Context: an optimization exercise on an open-source flow, tuned for small area, a short achievable clock period and few clock cycles per item. The choices shown serve that exercise and are no tape-out recipe.
No functional check of the RTL was part of this run.

[design/flow/config.mk]
export PLATFORM = sky130hd
export DESIGN_NAME = sw_top
export DESIGN_NICKNAME = sw_top
export VERILOG_FILES = /design/flow/design.v
export SDC_FILE = /design/flow/constraint.sdc
export NUM_CORES = 4
export LEC_CHECK = 0
export CAP_MARGIN = 20
export CORE_MARGIN = 2
export CORE_UTILIZATION = 40
export SLEW_MARGIN = 20
[design/flow/constraint.sdc]
create_clock -name core_clock -period 11.0 [get_ports {clk}]
set_input_delay 2.2000 -clock core_clock [delete_from_list [all_inputs] [get_ports {clk}]]
set_output_delay 2.2000 -clock core_clock [all_outputs]
set_load 0.01 [all_outputs]
[design/flow/design.v]
`default_nettype none
package sw_pkg;
    localparam int REF_LEN   = 64;
    localparam int QUERY_LEN = 48;
    localparam int PE_COUNT  = QUERY_LEN;
    localparam int HW = 7;
    function automatic logic gt7(input logic [HW-1:0] a, input logic [HW-1:0] b);
        logic g;
        g = 1'b0;
        for (int k = 0; k < HW; k++) g = (a[k] & ~b[k]) | ((a[k] | ~b[k]) & g);
        gt7 = g;
    endfunction
    function automatic logic gt3(input logic [2:0] a, input logic [2:0] b);
        logic g;
        g = 1'b0;
        for (int k = 0; k < 3; k++) g = (a[k] & ~b[k]) | ((a[k] | ~b[k]) & g);
        gt3 = g;
    endfunction
endpackage
`default_nettype wire
`timescale 1ns/1ps
`default_nettype none
module sw_ctrl #(
    parameter int P = sw_pkg::PE_COUNT
) (
    input  logic         clk,
    input  logic         reset,
    input  logic         valid_i,
    input  logic [1:0]   ref_base_i,
    input  logic [1:0]   query_base_i,
    input  logic         replay_i,       
    input  logic         replay_f_i,     
    input  logic [1:0]   replay_rb_i,
    output logic         shift_o,        
    output logic [1:0]   beat_rb_o,      
    output logic         replay_start_o,
    output logic         kill_o,
    output logic         f_o,            
    output logic [1:0]   rb_o,
    output logic [P-1:0] cap_o,
    output logic [1:0]   bq_o
);
    logic       v_q;
    logic [1:0] r_q;
    logic [5:0] cnt_q;     
    logic       gap_q;
    always_ff @(posedge clk or posedge reset) begin
        if (reset) begin
            v_q   <= 1'b0;
            cnt_q <= '0;
            gap_q <= 1'b0;
        end else begin
            v_q <= valid_i;
            if (valid_i) cnt_q <= cnt_q + 6'd1;
            if (kill_o) gap_q <= 1'b1;
            else if (f_o) gap_q <= 1'b0;
        end
    end
    always_ff @(posedge clk) begin
        r_q <= ref_base_i;
    end
    assign kill_o         = !v_q && (cnt_q != '0);
    assign replay_start_o = v_q && (cnt_q == '0) && gap_q;
    assign shift_o        = v_q || replay_i;
    assign beat_rb_o      = r_q;
    assign f_o  = (v_q && (cnt_q == 6'd1)) || replay_f_i;
    assign rb_o = replay_i ? replay_rb_i : r_q;
    assign bq_o = query_base_i;
    for (genvar k = 0; k < P; k++) begin : g_cap
        assign cap_o[k] = valid_i && (cnt_q == 6'(k));
    end
endmodule
`default_nettype wire
`timescale 1ns/1ps
`default_nettype none
module sw_sweep_counter (
    input  logic clk,
    input  logic reset,
    input  logic start_i,
    output logic active_o,
    output logic first_o
);
    logic       act_q;
    logic [5:0] cnt_q;
    always_ff @(posedge clk or posedge reset) begin
        if (reset) begin
            act_q <= 1'b0;
            cnt_q <= '0;
        end else if (start_i) begin
            act_q <= 1'b1;
            cnt_q <= '0;
        end else if (act_q) begin
            cnt_q <= cnt_q + 6'd1;
            if (cnt_q == 6'(sw_pkg::REF_LEN - 1)) act_q <= 1'b0;
        end
    end
    assign active_o = act_q;
    assign first_o  = act_q && (cnt_q == '0);
endmodule
`default_nettype wire
`timescale 1ns/1ps
`default_nettype none
module sw_seq_store #(
    parameter int W     = 2,
    parameter int DEPTH = 64
) (
    input  logic         clk,
    input  logic         shift_i,
    input  logic [W-1:0] data_i,
    output logic [W-1:0] tail_o
);
    logic [W-1:0] mem [DEPTH];
    always_ff @(posedge clk) begin
        if (shift_i) begin
            mem[0] <= data_i;
            for (int k = 1; k < DEPTH; k++) mem[k] <= mem[k-1];
        end
    end
    assign tail_o = mem[DEPTH-1];
endmodule
`default_nettype wire
`timescale 1ns/1ps
`default_nettype none
module sw_pe #(
    parameter int ROW = 1
) (
    input  logic                  clk,
    input  logic                  reset,
    input  logic                  kill_i,      
    input  logic                  f_i,         
    input  logic [1:0]            rb_i,        
    input  logic                  f_pk_i,      
    input  logic [sw_pkg::HW-1:0] hu_i,        
    input  logic [2:0]            uu_i,        
    input  logic                  eu_i,        
    input  logic [2:0]            vu_i,        
    input  logic [sw_pkg::HW-1:0] cbf_i,       
    input  logic [5:0]            cbi_i,       
    input  logic                  cap_i,
    input  logic [1:0]            bq_i,
    output logic                  f_o,
    output logic [1:0]            rb_o,
    output logic [sw_pkg::HW-1:0] h_o,         
    output logic [2:0]            u_o,         
    output logic                  e_o,         
    output logic [2:0]            v_o,         
    output logic [sw_pkg::HW-1:0] cbf_o,       
    output logic [5:0]            cbi_o
);
    localparam int W = sw_pkg::HW;
    logic [1:0]   q_q;
    logic [W-1:0] d0_q;    
    logic         z0_q;    
    logic [2:0]   v_q;     
    logic         ed_q;    
    logic [2:0]   a, b, s, c, m1, m2, tt;
    logic [2:0]   vl;
    logic [1:0]   t3;      
    logic [W-1:0] hv;
    logic [2:0]   un, vn;
    logic         en, edn;
    always_comb begin
        a = uu_i + {2'b00, eu_i};
        if (ROW == 1 && f_i) begin
            b  = 3'd0;
            vl = 3'd2;
        end else begin
            b  = v_q + {2'b00, ed_q};
            vl = v_q;
        end
        s = (rb_i == q_q) ? 3'd6 : 3'd3;
        c = (ROW == 1 || z0_q) ? 3'd4 : 3'd3;
        m1 = sw_pkg::gt3(a, b) ? a : b;
        m2 = sw_pkg::gt3(s, c) ? s : c;
        tt = sw_pkg::gt3(m1, m2) ? m1 : m2;      
        t3 = 2'(tt - 3'd3);
        hv = ((ROW == 1) ? '0 : d0_q) + W'(t3) - W'(1);
        un  = tt - vl;                 
        vn  = tt - uu_i;               
        en  = (a == tt);
        edn = (b == tt);
    end
    always_ff @(posedge clk or posedge reset) begin
        if (reset) f_o <= 1'b0;
        else       f_o <= f_i && !kill_i;
    end
    always_ff @(posedge clk) begin
        rb_o <= rb_i;
        h_o  <= hv;
        u_o  <= un;
        e_o  <= en;
        if (cap_i) q_q <= bq_i;
        if (ROW != 1 && f_pk_i) begin
            d0_q <= '0;
            z0_q <= 1'b1;
            v_q  <= 3'd2;
            ed_q <= 1'b0;
        end else begin
            d0_q <= hu_i;
            z0_q <= (hu_i == '0);
            v_q  <= vn;
            ed_q <= edn;
        end
    end
    assign v_o = v_q;
    logic [W:0]   cbd;     
    logic [W-1:0] cbn;
    logic         cbu;
    always_comb begin
        cbd = {1'b0, cbf_i} + (W + 1)'(2) - {{(W - 2){1'b0}}, vu_i};
        cbu = cbd[W];
        cbn = cbu ? '0 : cbd[W-1:0];
        if (ROW == sw_pkg::PE_COUNT) cbn = hu_i + cbn;
    end
    if (ROW == 1) begin : g_no_best
        assign cbf_o = '0;
        assign cbi_o = '0;
    end else begin : g_best
        always_ff @(posedge clk) begin
            cbf_o <= cbn;
            cbi_o <= cbu ? 6'(ROW - 1) : cbi_i;
        end
    end
endmodule
`default_nettype wire
`timescale 1ns/1ps
`default_nettype none
module sw_pe_array #(
    parameter int P = sw_pkg::PE_COUNT
) (
    input  logic                  clk,
    input  logic                  reset,
    input  logic                  kill_i,
    input  logic                  f_i,
    input  logic [1:0]            rb_i,
    input  logic [P-1:0]          cap_i,
    input  logic [1:0]            bq_i,
    output logic                  f_o,
    output logic [sw_pkg::HW-1:0] h_o,
    output logic [sw_pkg::HW-1:0] cbs_o,
    output logic [5:0]            cbi_o
);
    localparam int W = sw_pkg::HW;
    logic         l_f   [P+1];
    logic [1:0]   l_rb  [P+1];
    logic [W-1:0] l_h   [P+1];
    logic [2:0]   l_u   [P+1];
    logic         l_e   [P+1];
    logic [2:0]   l_v   [P+1];
    logic [W-1:0] l_cbf [P+1];
    logic [5:0]   l_cbi [P+1];
    assign l_f[0]   = f_i;
    assign l_rb[0]  = rb_i;
    assign l_h[0]   = '0;
    assign l_u[0]   = 3'd2;
    assign l_e[0]   = 1'b0;
    assign l_v[0]   = 3'd2;
    assign l_cbf[0] = '0;
    assign l_cbi[0] = '0;
    for (genvar k = 0; k < P; k++) begin : g_pe
        logic pk;
        if (k == 0) begin : g_pk0
            assign pk = 1'b0;
        end else begin : g_pkn
            assign pk = l_f[k-1];
        end
        sw_pe #(.ROW (k + 1)) u_pe (
            .clk     (clk),
            .reset   (reset),
            .kill_i  (kill_i),
            .f_i     (l_f[k]),
            .rb_i    (l_rb[k]),
            .f_pk_i  (pk),
            .hu_i    (l_h[k]),
            .uu_i    (l_u[k]),
            .eu_i    (l_e[k]),
            .vu_i    (l_v[k]),
            .cbf_i   (l_cbf[k]),
            .cbi_i   (l_cbi[k]),
            .cap_i   (cap_i[k]),
            .bq_i    (bq_i),
            .f_o     (l_f[k+1]),
            .rb_o    (l_rb[k+1]),
            .h_o     (l_h[k+1]),
            .u_o     (l_u[k+1]),
            .e_o     (l_e[k+1]),
            .v_o     (l_v[k+1]),
            .cbf_o   (l_cbf[k+1]),
            .cbi_o   (l_cbi[k+1])
        );
    end
    assign f_o   = l_f[P];
    assign h_o   = l_h[P];
    assign cbs_o = l_cbf[P];
    assign cbi_o = l_cbi[P];
endmodule
`default_nettype wire
`timescale 1ns/1ps
`default_nettype none
module sw_max_tracker #(
    parameter int P = sw_pkg::PE_COUNT
) (
    input  logic                  clk,
    input  logic                  reset,
    input  logic                  kill_i,
    input  logic                  f_i,       
    input  logic [sw_pkg::HW-1:0] h_i,       
    input  logic [sw_pkg::HW-1:0] cbs_i,     
    input  logic [5:0]            cbi_i,
    output logic                  finish_o,
    output logic [20:0]           best_o
);
    localparam int W = sw_pkg::HW;
    logic         act_q;
    logic [6:0]   j_q;
    logic         fin_q;
    logic [W-1:0] bs_q;
    logic [6:0]   bj_q;
    logic [5:0]   bi_q;
    logic         act;
    logic [6:0]   j;
    logic [W-1:0] cs;
    logic [5:0]   ci;
    logic [W-1:0] ps;
    logic [5:0]   pi;
    logic         take;
    always_comb begin
        act = f_i || act_q;
        j   = f_i ? 7'd1 : j_q;
        if (h_i > cbs_i) begin
            cs = h_i;
            ci = 6'(P);
        end else begin
            cs = cbs_i;
            ci = cbi_i;
        end
        ps   = f_i ? '0 : bs_q;
        pi   = f_i ? '0 : bi_q;
        take = (cs > ps) || ((cs == ps) && (ci < pi));
    end
    always_ff @(posedge clk or posedge reset) begin
        if (reset) begin
            act_q <= 1'b0;
            fin_q <= 1'b0;
        end else begin
            act_q <= act && (j != 7'(sw_pkg::REF_LEN)) && !kill_i;
            fin_q <= act && (j == 7'(sw_pkg::REF_LEN)) && !kill_i;
        end
    end
    always_ff @(posedge clk) begin
        j_q <= j + 7'd1;
        if (act) begin
            if (f_i) begin
                bs_q <= '0;
                bj_q <= '0;
                bi_q <= '0;
            end
            if (take) begin
                bs_q <= cs;
                bj_q <= j;
                bi_q <= ci;
            end
        end
    end
    assign finish_o = fin_q;
    assign best_o   = {{(8 - W){1'b0}}, bs_q, bj_q, bi_q};
endmodule
`default_nettype wire
`timescale 1ns/1ps
`default_nettype none
module sw_top (
    input  logic        clk,
    input  logic        reset,
    input  logic        valid_i,
    input  logic [1:0]  ref_base_i,
    input  logic [1:0]  query_base_i,
    output logic        finish_o,
    output logic [20:0] result_o
);
    localparam int P = sw_pkg::PE_COUNT;
    localparam int W = sw_pkg::HW;
    logic         shift;
    logic [1:0]   beat_rb;
    logic         replay_start;
    logic         replay;
    logic         replay_f;
    logic [1:0]   replay_rb;
    logic         kill;
    logic         s_f;
    logic [1:0]   s_rb;
    logic [P-1:0] cap;
    logic [1:0]   bq;
    logic         a_f;
    logic [W-1:0] a_h;
    logic [W-1:0] a_cbs;
    logic [5:0]   a_cbi;
    sw_ctrl #(.P (P)) u_ctrl (
        .clk (clk), .reset (reset), .valid_i (valid_i),
        .ref_base_i (ref_base_i), .query_base_i (query_base_i),
        .replay_i (replay), .replay_f_i (replay_f), .replay_rb_i (replay_rb),
        .shift_o (shift), .beat_rb_o (beat_rb), .replay_start_o (replay_start),
        .kill_o (kill), .f_o (s_f), .rb_o (s_rb), .cap_o (cap), .bq_o (bq)
    );
    sw_seq_store #(.W (2), .DEPTH (sw_pkg::REF_LEN)) u_ref_store (
        .clk (clk), .shift_i (shift), .data_i (beat_rb), .tail_o (replay_rb)
    );
    sw_sweep_counter u_replay (
        .clk (clk), .reset (reset), .start_i (replay_start),
        .active_o (replay), .first_o (replay_f)
    );
    sw_pe_array #(.P (P)) u_array (
        .clk (clk), .reset (reset), .kill_i (kill), .f_i (s_f), .rb_i (s_rb),
        .cap_i (cap), .bq_i (bq),
        .f_o (a_f), .h_o (a_h), .cbs_o (a_cbs), .cbi_o (a_cbi)
    );
    sw_max_tracker #(.P (P)) u_tracker (
        .clk (clk), .reset (reset), .kill_i (kill), .f_i (a_f), .h_i (a_h),
        .cbs_i (a_cbs), .cbi_i (a_cbi), .finish_o (finish_o), .best_o (result_o)
    );
endmodule
`default_nettype wire
[design/flow/run.sh]
#!/bin/bash
# synth_recipe.tcl (not shown) runs the flow's synth.tcl, then flattens the netlist and writes it again
# the make line also repeats each setting of config.mk as NAME=value (left out here)
make -C /OpenROAD-flow-scripts/flow DESIGN_CONFIG=/design/flow/config.mk WORK_HOME=/design/flow/orfs CLKGATE_MAP_FILE= SYNTH_SCRIPT=/design/flow/synth_recipe.tcl finish
==> run notes <==
Clock-pin slew on the worst setup and hold paths: 0.06 ns
Post-CTS Setup Bufs: 0
Post-synth EDFFs: 244
Synth Area per Inst: 10.07 µm²
Top_reg_cell synth: dfxtp_1
Slew @ Worst Pin: 1.174 ns
Final wirelength: 177.5 mm
Worst slew margin: 21.47%
Antenna diodes: 0
Final Cycle Share: 40.00%
Remaining global-route overflow: 0
Final hold vios: 0
Leading area contributor after synthesis: dfxtp_1
RSZ-0062 raised after global routing: false
Worst EP arrival: 5.18 ns
Vias in the first global route: 63810
FF+latch area: 43590 µm²
Mapped Cells: 9754
Post_cts resized: 0
Clock root cell: clkbuf_16
Setup violations, final: 0
Share of layout cells above drive strength 1: 4.848%
Die area: 249500 µm²
Cell Count, Final, Fillers Out: 13290
#FFs+latches synth: 2039
Die span in x: 499.5 µm
CTS tree: done
Largest net degree at the start of global routing: 69
# DRC: 0
Top cells by area, synth: dfxtp_1 35%, ha_1 14%, edfxtp_1 7.5%
Final Critical Period: 4.400 ns
Worst Path Required: 11.78 ns
Worst setup margin: 6.600 ns
Place WS: 6.701 ns
Crit path max fanout: 11
I/O Buffers: 27
Setup Crit Path Kind: reg2reg
# hold bufs at CTS: 0
Area of the mapped netlist: 98200 µm²
Synthesis Warnings: 70
Total CTS buffers: 211
Avg WL per Cell: 13.36 µm
Sum of negative setup slack: 0 ns
Drt pass-1 iters: 7
Max-Cap Viols: 0
Most frequent cells after synthesis: 1730 x dfxtp_1, 1599 x inv_1, 1092 x ha_1, 703 x xnor2_1, 666 x nor2_1
Via count: 62610
Routability congestion estimate: 0.8258
Clk buf depth: 3
CTS H-tree lvls: 4
First-pass GRT wire length: 301.7 mm
IO Count: 29
# placed instances: 12890
Max Fclk: 0.2273 GHz
Cell variety after synth: 100
DR iter-0 viols: 2680
FFs w/ async S/R, synth: 3.188%
CTS sink count: 2039
Fin area: 109500 µm²
Antenna violations before repair: 3
Routed Antenna Nets: 0
Multi-input gate area: 48170 µm²
Post-synth top area share: 35.27%
Initial Utilization: 40.30%
Status: no timing/DRC/antenna violations
All-layer global routing usage: 14.27%
Core region area: 243700 µm²
Row count: 181
Vias/cell: 4.712
Total Nets Final: 11190
Slew Limit Fails: 0
Startpoint types: register
Min-delay worst type: reg2reg
Area growth syn-to-layout: 11.47%
Die Y: 499.5 µm
Most numerous cell in the Yosys netlist: dfxtp_1
Final core occ: 44.92%
Seq/Total Area, Yosys: 44.38%
Fill cell count: 22930
Cell Area, Placed: 102100 µm²
DP HPWL: 134.1 mm
Setup Skew: 0.04847 ns
Critical path endpoint category: register
Clock Latency Late Sink: 0.84 ns
-- sequential cells by signal, summed over array words and instances, names as in the netlist, 7 cells and up --
name                     cells
u_tracker.j_q                7
u_array.g_pe.u_pe.cbi_o    225
u_array.g_pe.u_pe.rb_o      94
u_array.g_pe.u_pe.u_o      141
u_tracker.bs_q               7
u_array.g_pe.u_pe.h_o      329
u_array.g_pe.u_pe.d0_q     322
u_array.g_pe.u_pe.q_q       96
u_array.g_pe.u_pe.v_q      143
u_array.g_pe.u_pe.e_o       47
u_array.g_pe.u_pe.ed_q      48
u_array.g_pe.u_pe.f_o       48
u_array.g_pe.u_pe.z0_q      47
u_array.g_pe.u_pe.cbf_o    325
u_tracker.bj_q               7
u_ref_store.mem            128
-- through the flow --
stage | hold slack (ns)
after floorplan | 0.3487
after global placement | 0.3511
after detailed placement | 0.3538
after CTS | 0.3594
after global routing | 0.3653
final | 0.3578
-- final cells by class --
cell class              instances  area share (%)
multi-input cells            5998           44.00
repair buffers                 36          0.2995
flip-flops and latches       2039           39.82
clock buffers                 292           5.481
inverters                    1612           5.530
well taps                    3202           3.660
clock inverters               109           1.207
-- worst max-delay path, stage by stage (launching register included) --
cell and delay, ns:
dfxtp_1 0.32, ha_1 0.22, ha_1 0.22, xor2_1 0.62, nand2_1 0.21, a31oi_1 0.27
o22a_1 0.37, nor2_1 0.07, o21ai_1 0.45, xnor2_1 0.13, ha_1 0.29, inv_1 0.04
ha_1 0.22, fa_1 0.43, a21o_1 0.19, a21oi_1 0.17, xnor2_1 0.13
-- cells in the final DEF, fill, tap and decap left out, types with 15 or more instances in the layout --
cell type and count:
ha_1 1092, nor2_1 665, inv_1 1598, dfrtp_1 65, nor4_1 93, a22oi_1 46
a21o_1 301, and2_1 131, mux2i_1 15, a31o_1 17, xor2_1 347, bufinv_16 22
xnor2_1 703, maj3_1 35, clkdlybuf4s50_1 25, nand3_1 48, nand3b_1 20, o21bai_1 88
clkbuf_8 33, clkinv_2 41, fa_1 190, a31oi_1 33, clkbuf_16 215, nor3_1 219
nand2_1 178, o21a_1 35, o211ai_1 18, nand2b_1 182, nor2b_1 535, a211oi_1 64
o21ai_1 88, o21ai_0 104, or2_2 71, edfxtp_1 244, clkinvlp_4 15, dfxtp_1 1730
clkbuf_1 44, a21oi_1 374
-- path summary, 6_finish.rpt --
kind	end	depth (start not counted)	startpoint	slack, ns
max	u_array.g_pe[3].u_pe.h_o[5]	16	u_array.g_pe[2].u_pe.u_o[0]	6.60
min	u_array.g_pe[24].u_pe.rb_o[1]	0	u_array.g_pe[23].u_pe.rb_o[1]	0.36
max reg2reg	u_array.g_pe[3].u_pe.h_o[5]	16	u_array.g_pe[2].u_pe.u_o[0]	6.60
min reg2reg	u_array.g_pe[24].u_pe.rb_o[1]	0	u_array.g_pe[23].u_pe.rb_o[1]	0.36
max in group asynchronous	u_array.g_pe[22].u_pe.f_o	3	reset	7.88
min in group asynchronous	u_tracker.act_q	2	reset	1.77
-- cell families after synthesis --
kind of cell / after synthesis / synth area share, %
AOI/OAI and AO/OA: 1364 / 9.302
xor gates and xnor gates: 1051 / 9.381
adders and majority gates: 1320 / 18.18
buffers and inverters: 1719 / 6.583
DFF: 2039 / 44.38
muxes: 26 / 0.2905
other: 1 / 0.003819
and+or+nand+nor: 2234 / 11.88
-- metal layers --
layer	GRT usage [%]	part of all wire, %	vias up	wire [µm]
met4	3.675	2.1	4	3707
met3	2.324	3.4	298	5984
li1	-	-	32040	-
met2	25.84	50	842	87950
met1	17.45	45	29420	79860
met5	0	0.012	-	22

[separate check: timing with driven ports]
In the flow no input, the clock included, has a driving cell. The finished layout below was timed again as built, in two steps.
Step 1 (the two cells are an assumption about what drives the block):
set clk [get_ports {clk}]
set_driving_cell -lib_cell sky130_fd_sc_hd__clkbuf_16 $clk
set_driving_cell -lib_cell sky130_fd_sc_hd__buf_2 [delete_from_list [all_inputs] $clk]
Step 2 times the ports against the registers' clock, not the clock port: input delays grow and output delays shrink by t, the midpoint of the rising clock arrivals with the driver on.
Three values: ideal, step 1, step 2; two values: the first two.
t (ns): 0.901
setup slack, ns: 6.600 / 6.600 / 6.600
hold WS [ns]: 0.358 / 0.358 / 0.358
worst setup path after step 2: register to register
latest minus earliest clock arrival (ns): 0.054 / 0.055
After both steps setup and hold are still met in this run. The setup slack of this run moves by 0.000 ns with the drivers and by 0.000 ns with both steps.
